This design comes from an exercise in tuning for small area, a short achievable clock period and few clock cycles per item on the open sky130 flow, not from production work.
Function was checked by simulation only, so behaviour that the tests miss may differ from the original.

==> inputs of v5 <==
==> flow/design.v (excerpt) <==
module dual_wheel_incremental_pid_drive #(
	parameter int TICK_BITS = dwpid_pkg::TICK_BITS
) (
	input  logic                        clk,
	input  logic                        arst_n,
	input  logic                        psel,
	input  logic                        penable,
	input  logic                        pwrite,
	input  logic [4:0]                  paddr,
	input  logic [31:0]                 pwdata,
	output logic [31:0]                 prdata,
	output logic                        pready,
	input  logic                        in_valid,
	output logic                        in_stall,
	input  logic [2:0]                  cmd,
	input  logic signed [15:0]          speed,
	input  logic signed [TICK_BITS-1:0] left_ticks,
	input  logic signed [TICK_BITS-1:0] right_ticks,
	output logic                        out_valid,
	input  logic                        out_stall,
	output logic [15:0]                 left_duty,
	output logic [1:0]                  left_dir,
	output logic [15:0]                 right_duty,
	output logic [1:0]                  right_dir,
	output logic signed [15:0]          left_speed,
	output logic signed [15:0]          right_speed,
	output logic signed [31:0]          left_odometry,
	output logic signed [31:0]          right_odometry
);
==> module dwpid_div, before the edit <==
module dwpid_div (
	input  logic        clk,
	input  logic        arst_n,
	input  logic        start,       
	input  logic [15:0] pwm_max,
	input  logic [14:0] lnorm,
	output logic [4:0]  remain,
	output logic [31:0] pwm_mul
);
	localparam int NCYC = 8;
	logic        load_q, busy_q;
	logic [3:0]  cnt_q;
	logic [14:0] den_q;
	logic [16:0] den3_q;
	logic [14:0] rem_q;
	logic [31:0] quo_q;
	logic [14:0] rem_a, rem_b;
	logic [1:0]  qd_a, qd_b;
	function automatic logic [16:0] step4(input logic [14:0] r, input logic [1:0] d,
			input logic [14:0] den, input logic [16:0] den3);
		logic [16:0] trial;
		logic [17:0] s1, s2, s3;
		trial = {r, d};
		s1    = {1'b0, trial} - 18'(den);
		s2    = {1'b0, trial} - {2'b0, den, 1'b0};
		s3    = {1'b0, trial} - {1'b0, den3};
		if (!s3[17])      step4 = {2'd3, s3[14:0]};
		else if (!s2[17]) step4 = {2'd2, s2[14:0]};
		else if (!s1[17]) step4 = {2'd1, s1[14:0]};
		else              step4 = {2'd0, trial[14:0]};
	endfunction
	assign {qd_a, rem_a} = step4(rem_q, quo_q[31:30], den_q, den3_q);
	assign {qd_b, rem_b} = step4(rem_a, quo_q[29:28], den_q, den3_q);
	always_ff @(posedge clk or negedge arst_n) begin
		if (!arst_n) begin
			load_q <= 1'b0;
			busy_q <= 1'b0;
			cnt_q  <= '0;
			quo_q  <= dwpid_pkg::PWM_MUL_RESET;
		end else begin
			load_q <= start;
			if (load_q) begin
				busy_q <= 1'b1;
				cnt_q  <= 4'(NCYC);
				quo_q  <= {pwm_max[1:0], 15'd0, lnorm};
			end else if (busy_q) begin
				quo_q <= {quo_q[27:0], qd_a, qd_b};
				cnt_q <= cnt_q - 4'd1;
				if (cnt_q == 4'd1) busy_q <= 1'b0;
			end
		end
	end
	always_ff @(posedge clk) begin
		if (load_q) begin
			den_q  <= lnorm;
			den3_q <= 17'(lnorm) + {1'b0, lnorm, 1'b0};
			rem_q  <= {1'b0, pwm_max[15:2]};
		end else if (busy_q) begin
			rem_q <= rem_b;
		end
	end
	assign pwm_mul = quo_q;
	assign remain = load_q ? 5'(NCYC + 1) : (busy_q ? 5'(cnt_q) : 5'd0);
endmodule
export LEC_CHECK = 0
export CAP_MARGIN = 20
export CORE_MARGIN = 2
export CORE_UTILIZATION = 55
export SETUP_SLACK_MARGIN = 5
export SLEW_MARGIN = 20
create_clock -name core_clock -period 12.0 [get_ports {clk}]
run.sh (not shown) runs the stock make flow with config.mk's settings and CLKGATE_MAP_FILE= SYNTH_SCRIPT=/design/flow/synth_recipe.tcl, a recipe that flattens the netlist after the stock synthesis.
==> v20: changes against v5 <==
--- a/flow/design.v
+++ b/flow/design.v
@@ -41,28 +41,34 @@
 	output logic [31:0] pwm_mul
 );
-	localparam int NCYC = 8;
+	localparam int NCYC = 16;
 	logic        load_q, busy_q;
-	logic [3:0]  cnt_q;
+	logic [4:0]  cnt_q;
 	logic [14:0] den_q;
 	logic [16:0] den3_q;
 	logic [14:0] rem_q;
 	logic [31:0] quo_q;
-	logic [14:0] rem_a, rem_b;
-	logic [1:0]  qd_a, qd_b;
-	function automatic logic [16:0] step4(input logic [14:0] r, input logic [1:0] d,
-			input logic [14:0] den, input logic [16:0] den3);
-		logic [16:0] trial;
-		logic [17:0] s1, s2, s3;
-		trial = {r, d};
-		s1    = {1'b0, trial} - 18'(den);
-		s2    = {1'b0, trial} - {2'b0, den, 1'b0};
-		s3    = {1'b0, trial} - {1'b0, den3};
-		if (!s3[17])      step4 = {2'd3, s3[14:0]};
-		else if (!s2[17]) step4 = {2'd2, s2[14:0]};
-		else if (!s1[17]) step4 = {2'd1, s1[14:0]};
-		else              step4 = {2'd0, trial[14:0]};
-	endfunction
-	assign {qd_a, rem_a} = step4(rem_q, quo_q[31:30], den_q, den3_q);
-	assign {qd_b, rem_b} = step4(rem_a, quo_q[29:28], den_q, den3_q);
+	logic [16:0] trial;
+	logic [17:0] s1, s2, s3;
+	logic [14:0] rem_n;
+	logic [1:0]  qd;
+	assign trial = {rem_q, quo_q[31:30]};
+	assign s1    = {1'b0, trial} - 18'(den_q);
+	assign s2    = {1'b0, trial} - {2'b0, den_q, 1'b0};
+	assign s3    = {1'b0, trial} - {1'b0, den3_q};
+	always_comb begin
+		if (!s3[17]) begin
+			qd    = 2'd3;
+			rem_n = s3[14:0];
+		end else if (!s2[17]) begin
+			qd    = 2'd2;
+			rem_n = s2[14:0];
+		end else if (!s1[17]) begin
+			qd    = 2'd1;
+			rem_n = s1[14:0];
+		end else begin
+			qd    = 2'd0;
+			rem_n = trial[14:0];
+		end
+	end
 	always_ff @(posedge clk or negedge arst_n) begin
 		if (!arst_n) begin
@@ -75,10 +81,10 @@
 			if (load_q) begin
 				busy_q <= 1'b1;
-				cnt_q  <= 4'(NCYC);
+				cnt_q  <= 5'(NCYC);
 				quo_q  <= {pwm_max[1:0], 15'd0, lnorm};
 			end else if (busy_q) begin
-				quo_q <= {quo_q[27:0], qd_a, qd_b};
-				cnt_q <= cnt_q - 4'd1;
-				if (cnt_q == 4'd1) busy_q <= 1'b0;
+				quo_q <= {quo_q[29:0], qd};
+				cnt_q <= cnt_q - 5'd1;
+				if (cnt_q == 5'd1) busy_q <= 1'b0;
 			end
 		end
@@ -90,9 +96,9 @@
 			rem_q  <= {1'b0, pwm_max[15:2]};
 		end else if (busy_q) begin
-			rem_q <= rem_b;
+			rem_q <= rem_n;
 		end
 	end
 	assign pwm_mul = quo_q;
-	assign remain = load_q ? 5'(NCYC + 1) : (busy_q ? 5'(cnt_q) : 5'd0);
+	assign remain = load_q ? 5'(NCYC + 1) : (busy_q ? cnt_q : 5'd0);
 endmodule
 module dwpid_mul_pa (
==> notes <==
In v5 the sequential share of layout area is lower than in v20, by 0.23 points.
In v5 the setup slack is lower than in v20, by 0.14 ns.
Of v20 and v5, v5 has the higher die area (gap 0.70%, measured against v5).
Against v5, the count of clock-buffer cells in the layout of v20 is higher by 31.
In v20 the synthesized area is smaller than in v5, by 0.70%.
Against v20, the non-clock buffer count of v5 is higher by 31.
Testbench counts of v5, summed over its fixed seeds: cycles 2,128, items 2,048.
Testbench counts of v20, summed over its fixed seeds: cycles 2,152, items 2,048.

========
==> willow: inputs <==
Another version of the RTL of dual_wheel_incremental_pid_drive (not shown whole).
Design dual_wheel_incremental_pid_drive, start of the top module:
module dual_wheel_incremental_pid_drive #(
	parameter int TICK_BITS = dwpid_pkg::TICK_BITS
) (
	input  logic                        clk,
	input  logic                        arst_n,
	input  logic                        psel,
	input  logic                        penable,
	input  logic                        pwrite,
	input  logic [4:0]                  paddr,
	input  logic [31:0]                 pwdata,
	output logic [31:0]                 prdata,
	output logic                        pready,
	input  logic                        in_valid,
	output logic                        in_stall,
	input  logic [2:0]                  cmd,
	input  logic signed [15:0]          speed,
	input  logic signed [TICK_BITS-1:0] left_ticks,
	input  logic signed [TICK_BITS-1:0] right_ticks,
	output logic                        out_valid,
	input  logic                        out_stall,
	output logic [15:0]                 left_duty,
	output logic [1:0]                  left_dir,
	output logic [15:0]                 right_duty,
	output logic [1:0]                  right_dir,
	output logic signed [15:0]          left_speed,
	output logic signed [15:0]          right_speed,
	output logic signed [31:0]          left_odometry,
	output logic signed [31:0]          right_odometry
);
	localparam int PWM_STAGE = 7;
	dwpid_pkg::cfg_t cfg_q;
	logic            wr;
	assign pready = 1'b1;
	assign wr     = psel && penable && pwrite;
	always_ff @(posedge clk or negedge arst_n) begin
		if (!arst_n) begin
			cfg_q.kp_centi         <= dwpid_pkg::KP_RESET;
			cfg_q.ki_centi         <= dwpid_pkg::KI_RESET;
			cfg_q.kd_centi         <= dwpid_pkg::KD_RESET;
			cfg_q.velocity_scale   <= dwpid_pkg::SCALE_RESET;
			cfg_q.pwm_max          <= dwpid_pkg::PWM_RESET;
			cfg_q.full_speed_limit <= dwpid_pkg::LIMIT_RESET;
		end else if (wr) begin
			unique case (paddr[4:2])
				dwpid_pkg::REG_KP:    cfg_q.kp_centi         <= pwdata[15:0];
				dwpid_pkg::REG_KI:    cfg_q.ki_centi         <= pwdata[15:0];
				dwpid_pkg::REG_KD:    cfg_q.kd_centi         <= pwdata[15:0];
				dwpid_pkg::REG_SCALE: cfg_q.velocity_scale   <= pwdata[15:0];
				dwpid_pkg::REG_PWM:   cfg_q.pwm_max          <= pwdata[15:0];
				dwpid_pkg::REG_LIMIT: cfg_q.full_speed_limit <= pwdata[14:0];
				default: ;
  ...
export LEC_CHECK = 0
export CAP_MARGIN = 20
export CORE_MARGIN = 2
export CORE_UTILIZATION = 55
export SETUP_SLACK_MARGIN = 5
export SLEW_MARGIN = 20
create_clock -name core_clock -period 12.0 [get_ports {clk}]
==> juniper: changes against willow <==
--- a/flow/design.v
+++ b/flow/design.v
@@ -104,15 +104,15 @@
 	input  logic               adv,
 	input  logic               upd_pid,    
 	input  logic               upd_prod,   
 	input  logic               inj_e2,     
 	input  logic               inj_e1,     
 	input  logic               upd_acc,    
 	input  logic               upd_out,    
-	input  logic               run8,
+	input  logic               run9,
 	input  logic [15:0]        tk0,
 	input  logic signed [16:0] tgt0,
 	input  logic [15:0]        scale,
 	input  logic [17:0]        g0,
 	input  logic [17:0]        g1,
 	input  logic [15:0]        g2,
 	input  logic [21:0]        hlim,
@@ -129,131 +129,148 @@
 	assign tks  = NEG ? ~tk0 : tk0;
 	assign dneg = NEG ? (!tk0[15] && tk0 != 16'd0) : tk0[15];
 	assign pa_c = 25'(tks[7:0]) * 25'(scale) + 25'(NEG ? scale : 16'd0)
 	            + 25'(dneg ? 8'd255 : 8'd0);
 	logic [24:0]        pa1;
 	logic signed [7:0]  th1;
 	logic signed [16:0] tgt1, tgt2;
-	logic [15:0]        tk1, tk2, tk3, tk4, tk5, tk6, tk7, tk8;
+	logic [15:0]        tk1, tk2, tk3, tk4, tk5, tk6, tk7, tk8, tk9;
 	logic signed [24:0] pq_c;
 	assign pq_c = 25'(th1) * $signed({1'b0, scale}) + $signed({8'd0, pa1[24:8]});
 	logic signed [24:0] pq2;
 	logic signed [15:0] meas_c;
 	logic signed [17:0] diff;
 	logic signed [16:0] e_c;
 	assign meas_c = (pq2 > 25'sd32767) ? 16'sd32767 :
 	                (pq2 < -25'sd32768) ? -16'sd32768 : 16'(pq2);
 	assign diff   = 18'(tgt2) - 18'(meas_c);
 	assign e_c    = (diff > 18'sd65535) ? 17'sd65535 : 17'(diff);
-	logic signed [15:0] meas3, meas4, meas5, meas6, meas7, meas8;
+	logic signed [15:0] meas3, meas4, meas5, meas6, meas7, meas8, meas9;
 	logic signed [16:0] e3;
 	logic signed [16:0] e1_q, e2_q;
+	logic [26:0] pl0_c, pl1_c;
+	logic [24:0] pl2_c;
+	assign pl0_c = 27'(g0) * 27'(e3[8:0]);
+	assign pl1_c = 27'(g1) * 27'(e3[8:0]);
+	assign pl2_c = 25'(g2) * 25'(e3[8:0]);
+	logic [26:0]       pl0, pl1;
+	logic [24:0]       pl2;
+	logic signed [7:0] eh4;
+	logic [8:0]        el4;
 	logic signed [35:0] p0_c, p1_c;
 	logic signed [33:0] p2_c;
-	assign p0_c = $signed({1'b0, g0}) * 36'(e3);
-	assign p1_c = $signed({1'b0, g1}) * 36'(e3);
-	assign p2_c = $signed({1'b0, g2}) * 34'(e3);
-	logic signed [35:0] p04, p14;
-	logic signed [33:0] p24;
+	assign p0_c = ($signed({1'b0, g0}) * 36'(eh4) <<< 9) + $signed({9'd0, pl0});
+	assign p1_c = ($signed({1'b0, g1}) * 36'(eh4) <<< 9) + $signed({9'd0, pl1});
+	assign p2_c = ($signed({1'b0, g2}) * 34'(eh4) <<< 9) + $signed({9'd0, pl2});
+	logic signed [35:0] p05, p15;
+	logic signed [33:0] p25;
 	logic signed [37:0] dd;
 	logic signed [36:0] kq_q;
 	logic signed [33:0] c1_q;
-	assign dd = 38'(p04) + 38'(kq_q);
-	logic signed [24:0] dd5;
-	logic               ovp5, ovn5;
+	assign dd = 38'(p05) + 38'(kq_q);
+	logic signed [24:0] dd6;
+	logic               ovp6, ovn6;
 	logic signed [22:0] acc_q;
-	logic signed [24:0] dds;
 	logic signed [25:0] asum;
 	logic signed [25:0] hs;
 	logic signed [22:0] acc_c;
-	assign dds   = ovp5 ? 25'sd16777215 : ovn5 ? -25'sd16777216 : dd5;
+	logic signed [24:0] dds;
+	assign dds   = ovp6 ? 25'sd16777215 : ovn6 ? -25'sd16777216 : dd6;
 	assign hs    = $signed({4'd0, hlim});
 	assign asum  = 26'(acc_q) + 26'(dds);
 	assign acc_c = (asum > hs) ? 23'(hs) : (asum < -hs) ? 23'(-hs) : 23'(asum);
 	logic [21:0] amag;
 	logic [25:0] osum;
 	logic [14:0] o_c;
 	assign amag = acc_q[21:0] ^ {22{acc_q[22]}};
 	assign osum = (26'(amag) << 3) + (26'(amag) << 1) + 26'(amag >> 2) + 26'(amag >> 17)
 	            - 26'(amag >> 7) - 26'(amag >> 9) - 26'(amag >> 12)
 	            + (acc_q[22] ? 26'd18 : 26'd7);
 	assign o_c  = osum[24:10];
-	logic [14:0] o7;
-	logic        neg7, neg8, neg9;
+	logic [14:0] o8;
+	logic        neg8, neg9;
 	logic [14:0] ol_c;
 	logic [38:0] ra_c;
-	assign ol_c = o7 << sh;
+	assign ol_c = o8 << sh;
 	assign ra_c = 39'(ol_c[6:0]) * 39'(pwm_mul);
-	logic [31:0] ra8;
-	logic [7:0]  oh8;
+	logic [31:0] ra9;
+	logic [7:0]  oh9;
 	logic [39:0] rb_c;
 	logic [15:0] q_c;
-	assign rb_c = 40'(oh8) * 40'(pwm_mul) + 40'(ra8);
+	logic        neg10;
+	assign rb_c = 40'(oh9) * 40'(pwm_mul) + 40'(ra9);
 	assign q_c  = rb_c[38:23];
 	assign dir = (duty == 16'd0) ? dwpid_pkg::DIR_STOP :
-	             neg9 ? dwpid_pkg::DIR_BACKWARD : dwpid_pkg::DIR_FORWARD;
+	             neg10 ? dwpid_pkg::DIR_BACKWARD : dwpid_pkg::DIR_FORWARD;
 	always_ff @(posedge clk) begin
 		if (adv) begin
 			pa1   <= pa_c;
 			th1   <= tks[15:8];
 			tgt1  <= tgt0;
 			tk1   <= tk0;
 			pq2   <= pq_c;
 			tgt2  <= tgt1;
 			tk2   <= tk1;
 			meas3 <= meas_c;
 			e3    <= inj_e2 ? e2_q : inj_e1 ? e1_q : e_c;
 			tk3   <= tk2;
-			p04   <= p0_c;
-			p14   <= p1_c;
-			p24   <= p2_c;
+			pl0   <= pl0_c;
+			pl1   <= pl1_c;
+			pl2   <= pl2_c;
+			eh4   <= e3[16:9];
+			el4   <= e3[8:0];
 			meas4 <= meas3;
 			tk4   <= tk3;
-			dd5   <= 25'(dd);
-			ovp5  <= !dd[37] && (dd[36:24] != '0);
-			ovn5  <= dd[37] && (dd[36:24] != '1);
+			p05   <= p0_c;
+			p15   <= p1_c;
+			p25   <= p2_c;
 			meas5 <= meas4;
 			tk5   <= tk4;
+			dd6   <= 25'(dd);
+			ovp6  <= !dd[37] && (dd[36:24] != '0);
+			ovn6  <= dd[37] && (dd[36:24] != '1);
 			meas6 <= meas5;
 			tk6   <= tk5;
-			o7    <= o_c;
-			neg7  <= acc_q[22];
 			meas7 <= meas6;
 			tk7   <= tk6;
-			ra8   <= ra_c[38:7];
-			oh8   <= ol_c[14:7];
-			neg8  <= neg7;
+			o8    <= o_c;
+			neg8  <= acc_q[22];
 			meas8 <= meas7;
 			tk8   <= tk7;
+			ra9   <= ra_c[38:7];
+			oh9   <= ol_c[14:7];
+			neg9  <= neg8;
+			meas9 <= meas8;
+			tk9   <= tk8;
 		end
 		if (upd_out) begin
-			duty  <= run8 ? q_c : 16'd0;
-			neg9  <= neg8;
-			speed <= meas8;
+			duty  <= run9 ? q_c : 16'd0;
+			neg10 <= neg9;
+			speed <= meas9;
 		end
 	end
 	always_ff @(posedge clk or negedge arst_n) begin
 		if (!arst_n) begin
 			e1_q  <= '0;
 			e2_q  <= '0;
 			kq_q  <= '0;
 			c1_q  <= '0;
 			acc_q <= '0;
 			odo   <= '0;
 		end else begin
 			if (upd_pid) begin
-				e1_q <= e3;
+				e1_q <= {eh4, el4};
 				e2_q <= e1_q;
 			end
 			if (upd_prod) begin
-				kq_q <= 37'(c1_q) - 37'(p14);
-				c1_q <= p24;
+				kq_q <= 37'(c1_q) - 37'(p15);
+				c1_q <= p25;
 			end
 			if (upd_acc) acc_q <= acc_c;
-			if (upd_out) odo <= NEG ? odo - 32'($signed(tk8)) : odo + 32'($signed(tk8));
+			if (upd_out) odo <= NEG ? odo - 32'($signed(tk9)) : odo + 32'($signed(tk9));
 		end
 	end
 endmodule
 module dual_wheel_incremental_pid_drive #(
 	parameter int TICK_BITS = dwpid_pkg::TICK_BITS
 ) (
 	input  logic                        clk,
@@ -278,15 +295,15 @@
 	output logic [15:0]                 right_duty,
 	output logic [1:0]                  right_dir,
 	output logic signed [15:0]          left_speed,
 	output logic signed [15:0]          right_speed,
 	output logic signed [31:0]          left_odometry,
 	output logic signed [31:0]          right_odometry
 );
-	localparam int PWM_STAGE = 7;
+	localparam int PWM_STAGE = 8;
 	dwpid_pkg::cfg_t cfg_q;
 	logic            wr;
 	assign pready = 1'b1;
 	assign wr     = psel && penable && pwrite;
 	always_ff @(posedge clk or negedge arst_n) begin
 		if (!arst_n) begin
 			cfg_q.kp_centi         <= dwpid_pkg::KP_RESET;
@@ -379,15 +396,15 @@
 		end else if (accept) begin
 			cmds <= cmd;
 			spds <= speed;
 			lts  <= left_ticks;
 			rts  <= right_ticks;
 		end
 	end
-	localparam int NST = 9;    
+	localparam int NST = 10;    
 	logic [NST:1]   v_q;
 	logic [NST-1:1] run_q;
 	logic           run0;
 	assign adv  = !(v_q[NST] && out_stall);
 	assign run0 = cmd0 <= dwpid_pkg::CMD_RIGHT;
 	always_ff @(posedge clk or negedge arst_n) begin
 		if (!arst_n) begin
@@ -402,45 +419,45 @@
 		end
 	end
 	assign out_valid = v_q[NST];
 	logic signed [16:0] spd, ltgt, rtgt;
 	assign spd  = 17'($signed(spd0));
 	assign ltgt = (cmd0 == dwpid_pkg::CMD_BACKWARD || cmd0 == dwpid_pkg::CMD_LEFT) ? -spd : spd;
 	assign rtgt = (cmd0 == dwpid_pkg::CMD_BACKWARD || cmd0 == dwpid_pkg::CMD_RIGHT) ? -spd : spd;
-	logic [2:1] ref_q;
-	logic [4:3] rf_q;
+	logic [3:1] ref_q;
+	logic [5:3] rf_q;
 	logic       inj_e2, inj_e1;
 	always_ff @(posedge clk or negedge arst_n) begin
 		if (!arst_n) begin
 			ref_q <= '0;
 			rf_q  <= '0;
 		end else begin
-			ref_q <= {ref_q[1], wr && (paddr[4:2] == dwpid_pkg::REG_KP
+			ref_q <= {ref_q[2:1], wr && (paddr[4:2] == dwpid_pkg::REG_KP
 			                             || paddr[4:2] == dwpid_pkg::REG_KD)};
-			rf_q  <= {rf_q[3], inj_e2 || inj_e1};
+			rf_q  <= {rf_q[4:3], inj_e2 || inj_e1};
 		end
 	end
-	assign inj_e2 = ref_q[1];
-	assign inj_e1 = ref_q[2];
+	assign inj_e2 = ref_q[2];
+	assign inj_e1 = ref_q[3];
 	logic upd_pid, upd_prod, upd_acc, upd_out;
-	assign upd_pid  = adv && v_q[3] && run_q[3];
-	assign upd_prod = (adv && v_q[4] && run_q[4]) || rf_q[4];
-	assign upd_acc  = adv && v_q[5] && run_q[5];
-	assign upd_out  = adv && v_q[8];
+	assign upd_pid  = adv && v_q[4] && run_q[4];
+	assign upd_prod = (adv && v_q[5] && run_q[5]) || rf_q[5];
+	assign upd_acc  = adv && v_q[6] && run_q[6];
+	assign upd_out  = adv && v_q[9];
 	dwpid_lane #(.NEG(1'b1)) u_left (
 		.clk     (clk),
 		.arst_n  (arst_n),
 		.adv     (adv),
 		.upd_pid (upd_pid),
 		.upd_prod(upd_prod),
 		.inj_e2  (inj_e2),
 		.inj_e1  (inj_e1),
 		.upd_acc (upd_acc),
 		.upd_out (upd_out),
-		.run8    (run_q[8]),
+		.run9    (run_q[9]),
 		.tk0     (lt0),
 		.tgt0    (ltgt),
 		.scale   (cfg_q.velocity_scale),
 		.g0      (g0_q),
 		.g1      (g1_q),
 		.g2      (cfg_q.kd_centi),
 		.hlim    (hlim_q),
@@ -457,15 +474,15 @@
 		.adv     (adv),
 		.upd_pid (upd_pid),
 		.upd_prod(upd_prod),
 		.inj_e2  (inj_e2),
 		.inj_e1  (inj_e1),
 		.upd_acc (upd_acc),
 		.upd_out (upd_out),
-		.run8    (run_q[8]),
+		.run9    (run_q[9]),
 		.tk0     (rt0),
 		.tgt0    (rtgt),
 		.scale   (cfg_q.velocity_scale),
 		.g0      (g0_q),
 		.g1      (g1_q),
 		.g2      (cfg_q.kd_centi),
 		.hlim    (hlim_q),
- CORE_UTILIZATION: 55 -> 70
==> impl_metrics.prom <==
# TYPE chip_impl_metric gauge
chip_impl_info{name="run_status",value="no timing/DRC/antenna violations"} 1
chip_impl_metric{name="finalNetCount",unit=""} 24200
chip_impl_metric{name="worstMarginPinSlew",unit="ns"} 1.13
chip_impl_metric{name="dp_hpwl",unit="um"} 372000
chip_impl_info{name="largest_cells_by_area_after_synthesis",value="sky130_fd_sc_hd__fa_1 (27%), sky130_fd_sc_hd__edfxtp_1 (19%), sky130_fd_sc_hd__ha_1 (12%)"} 1
chip_impl_metric{name="syn-instance-count",unit=""} 19600
chip_impl_metric{name="dr_wl_met2",unit="um"} 241000
chip_impl_metric{name="grt_first_pass_wirelength",unit="um"} 793000
chip_impl_metric{name="timing.critical_path.depth",unit=""} 29
Source of the figures above: willow

==> impl_metrics.prom <==
# TYPE chip_impl_metric gauge
chip_impl_info{name="run_status",value="no timing/DRC/antenna violations"} 1
chip_impl_metric{name="final.clkbuf_count",unit=""} 300
chip_impl_metric{name="syn-instance-count",unit=""} 20400
chip_impl_metric{name="timing.critical_path.depth",unit=""} 28
chip_impl_metric{name="worstMarginPinSlew",unit="ns"} 1.23
chip_impl_metric{name="grt_first_pass_wirelength",unit="um"} 801000
chip_impl_info{name="largest_cells_by_area_after_synthesis",value="sky130_fd_sc_hd__fa_1 (24%), sky130_fd_sc_hd__edfxtp_1 (22%), sky130_fd_sc_hd__ha_1 (11%)"} 1
chip_impl_metric{name="achievable-frequency",unit="MHz"} 146
chip_impl_metric{name="dr_wl_met2",unit="um"} 233000
chip_impl_metric{name="dp_hpwl",unit="um"} 375000
chip_impl_metric{name="finalNetCount",unit=""} 24700
Source of the figures above: juniper

Testbench counts of willow, summed over its fixed seeds: cycles 2,152, items 2,048.
Testbench counts of juniper, summed over its fixed seeds: cycles 2,152, items 2,048.

separate check: timing with driven ports:
In the flow no input, the clock included, has a driving cell. The finished layouts below were timed again as built, in two steps. Step 1 (the two cells are an assumption about what drives the block):
set clk [get_ports {clk}]
set_driving_cell -lib_cell sky130_fd_sc_hd__clkbuf_16 $clk
set_driving_cell -lib_cell sky130_fd_sc_hd__buf_2 [delete_from_list [all_inputs] $clk]
Step 2 times the ports against the registers' clock, not the clock port: input delays grow and output delays shrink by t, the midpoint of the rising clock arrivals with the driver on. Slacks: no drivers / after step 1 / after step 2; pairs: no drivers / after step 1.
| run | t (ns) | setup WS [ns] | hold WS [ns] | worst setup path at the end |
|---|---|---|---|---|
| v5 | 1.029 | 5.142 / 5.142 / 5.142 | 0.354 / 0.354 / 0.354 | register to register |
| v20 | 1.042 | 5.286 / 5.286 / 5.286 | 0.365 / 0.365 / 0.365 | register to register |
| willow | 1.037 | 5.166 / 5.166 / 5.166 | 0.347 / 0.347 / 0.347 | register to register |
| juniper | 1.020 | 5.154 / 5.154 / 4.862 | 0.358 / 0.358 / 0.358 | input to register |
After both steps setup and hold are still met in every run listed. For juniper, which loses most, drivers alone change the setup slack by 0.000 ns; drivers and shift together by -0.292 ns.
